From an optimization exercise on the open Yosys and OpenROAD flow, aimed at small area; shortcuts taken in it are not production practice.
In this exercise RTL edits were held to simulation tests only and were not proved equivalent to the original.
Power is estimated from default activity; no workload was simulated.

// mipsCore
module mipsCore (
	input logic clk,
	input logic reset,
	input logic instrReq,
	input mipsPkg::word_t instr,
	output logic instrAck,
	output logic regWrite,
	output mipsPkg::regAddr_t regWrAddr,
	output mipsPkg::word_t regWrData
);
Size: roughly 1400 cells after synthesis, about 1000 flip-flops.
clock: 10.0 ns
lec_check: 0
cap_margin: 20
core_margin: 2
core_utilization: 40
cts_buf_list: sky130_fd_sc_hd__clkbuf_8
slew_margin: 20
run.sh (not shown) runs the stock make flow with config.mk's settings and CLKGATE_MAP_FILE= SYNTH_SCRIPT=/design/flow/synth_recipe.tcl, a recipe that flattens the netlist after the stock synthesis.
The starting point produced a clean layout.
Rerun with:
- CTS_BUF_LIST: sky130_fd_sc_hd__clkbuf_8 -> sky130_fd_sc_hd__clkbuf_4
Effect: Cell area hardly moves. Die area does not change. Utilization hardly moves. Sequential power hardly moves. Sequential share of layout area hardly moves. Critical path depth does not change. Wire length rose by 1.4%. Cell count rose by 5.6%. Clock-buffer cell count rose by 157. Clock power is about the same. First-iteration DRC count rose by 9.3%.
Rerun with:
- CORE_UTILIZATION: 40 -> 65
- CTS_BUF_LIST: sky130_fd_sc_hd__clkbuf_4 -> sky130_fd_sc_hd__clkbuf_8
- CTS_CLUSTER_DIAMETER: unset -> 50
- CTS_CLUSTER_SIZE: unset -> 20
Die area goes down by 38%.
Sequential cell count is unchanged.
Routed wire length goes up by 0.52%.
Worst setup slack hardly moves.
Non-clock buffer count is unchanged.
Via count goes down by 11%.
Total power goes down by 17%.
Clock skew goes down by 0.013 ns.
Clock power goes down by 41%.
Rerun with:
- CORE_UTILIZATION: 65 -> 40
Count of clock-buffer cells in the layout fell by 2.
Power fell by 0.97%.
Cell area rose by 1.3%.
Utilization fell by 28 points.
Non-clock buffer count stays the same.
Synthesized cell count stays the same.

========
## north
Another version of the RTL of mipsCore (not shown whole).
Size: roughly 1,000 flip-flops, ~74 I/O pins, about 23,000 sq um of cells after synthesis.
clock: 10.0 ns
lec_check: 0
cap_margin: 20
core_margin: 2
core_utilization: 40
cts_buf_list: sky130_fd_sc_hd__clkbuf_8
cts_cluster_diameter: 50
cts_cluster_size: 20
slew_margin: 20
synth_hierarchical: 1
synth_minimum_keep_size: 0
standard.sh (not shown) runs the stock make flow with config.mk's settings and CLKGATE_MAP_FILE= SYNTH_SCRIPT=/design/flow/synth_recipe.tcl, a recipe that flattens the netlist after the stock synthesis.
==> flow/flow/run.sh <==
#!/bin/bash
# Own layout flow: the standard flow (standard.sh, unchanged synthesis),
# with three layout changes:
#  - port buffers use the smallest buffer cell (buf_1);
#  - after floorplan, combinational cells are swapped for the smallest cell of
#    the same function (later repair steps upsize where timing needs it);
#  - clock tree synthesis without dummy loads and with larger sink clusters.
set -euo pipefail
here=$(pwd)
export BUFFER_PORTS_ARGS="-buffer_cell sky130_fd_sc_hd__buf_1"
export POST_FLOORPLAN_TCL="$here/flow/downsize.tcl"
export CTS_ARGS="-sink_clustering_enable -repair_clock_nets -dont_use_dummy_load -buf_list sky130_fd_sc_hd__clkbuf_8 -sink_clustering_size 20 -sink_clustering_max_diameter 50"
bash standard.sh > "$here/standard.log" 2>&1
==> flow/flow/downsize.tcl <==
sta::make_equiv_cells [get_libs *]
# Swap every combinational cell for the smallest cell of the same function
# (same footprint pins); flip-flops and physical cells are left alone.
set n 0; set saved 0.0
foreach inst [get_cells *] {
  set lc [get_lib_cell -of_objects $inst]
  if {$lc == ""} continue
  set name [get_name $lc]
  if {[string match *df* $name] || [string match *tap* $name] || [string match *fill* $name] || [string match *conb* $name]} continue
  set equivs [sta::find_equiv_cells $lc]
  if {[llength $equivs] < 2} continue
  set best $lc; set barea [get_property $lc area]
  foreach e $equivs {
    set en [get_name $e]; if {[string match *lpflow* $en] || [string match *probe* $en]} continue
    set a [get_property $e area]
    if {$a < $barea} { set best $e; set barea $a }
  }
  if {[get_name $best] ne $name} {
    set saved [expr {$saved + [get_property $lc area] - $barea}]
    replace_cell $inst [get_name $best]
    incr n
  }
}
puts "downsize: replaced $n cells, saved [format %.1f $saved] um2"
north completed every stage of the flow, and the final layout passed the timing, DRC and antenna checks.
Relative to north, the following input files were edited for south:
- CTS_BUF_LIST no longer set, was sky130_fd_sc_hd__clkbuf_8
- CORE_UTILIZATION now 70, was 40
- CTS_CLUSTER_SIZE no longer set, was 20
- CTS_CLUSTER_DIAMETER no longer set, was 50
- PLACE_DENSITY now 0.9, previously not set
### Flow results
- Summary of south over north: number of ordinary and repair buffers in the finished layout went down; least setup slack across all paths after layout rose by 0.020 ns; area of the multi-input gates did not really move; final instance count without filler cells lost about 15%; die area decreased about 40%.
- Switching part of the total essentially unchanged between south and north.
- south: done, clean on timing, DRC and antenna
The inputs of east differ from those of south as listed below.
- setting CTS_CLUSTER_DIAMETER to 50 for the first time
- removing PLACE_DENSITY (formerly 0.9)
- setting CTS_BUF_LIST to sky130_fd_sc_hd__clkbuf_8 for the first time
- setting CTS_CLUSTER_SIZE to 20 for the first time
- changing CORE_UTILIZATION from 70 to 40
==> flow/run.sh (new file) <==
#!/bin/bash
# synth_recipe.tcl (not shown) runs the flow's synth.tcl, then flattens the netlist and writes it again
# the make line also repeats each setting of config.mk as NAME=value (left out here)
make -C /OpenROAD-flow-scripts/flow DESIGN_CONFIG=/design/flow/config.mk WORK_HOME=/design/flow/orfs CLKGATE_MAP_FILE= SYNTH_SCRIPT=/design/flow/synth_recipe.tcl finish
removed: flow/flow/run.sh
removed: flow/flow/downsize.tcl
removed: flow/standard.sh
### Flow results
- NOTE areal power density over the cells south->east increased slightly
- The final worst-path cycle share in east was higher than what south gave.
- Sequential share of cell area | east below south
- east ended with more final period demand of the worst path than south.
- When the final numbers for south and east were put side by side, the delay of the slowest cell on the worst path turned out to be smaller in south.

[static timing again, ports no longer ideal]
Ports are ideal in the flow. The routed layouts listed here were re-timed in OpenROAD. Step 1, drivers: a clkbuf_16 drives clk and a buf_2 each remaining input, both assumed. Step 2 times the ports against the registers' clock, not the clock port: input delays grow and output delays shrink by t, the midpoint of the rising clock arrivals with the driver on. Slacks: ideal ports / drivers / drivers and shift; pairs: ideal ports / drivers.
| run | shift t [ns] | setup WS [ns] | worst setup path at the end |
|---|---|---|---|
| the first run of note 1 | 0.748 | 3.202 / 3.179 / 3.179 | input to output |
| the second run of note 1 | 0.938 | 3.172 / 3.149 / 3.149 | input to output |
| the third run of note 1 | 0.708 | 3.171 / 3.150 / 3.150 | input to output |
| the fourth run of note 1 | 0.714 | 3.146 / 3.123 / 3.123 | input to output |
| north | 0.650 | 4.497 / 4.477 / 4.477 | input to output |
| south | 0.639 | 4.517 / 4.496 / 4.075 | input to register |
| east | 0.689 | 4.000 / 3.975 / 3.975 | input to output |
After both steps every run listed still meets setup and hold. The setup slack of south, which loses most, moves by -0.021 ns with the drivers and by -0.442 ns with both steps.
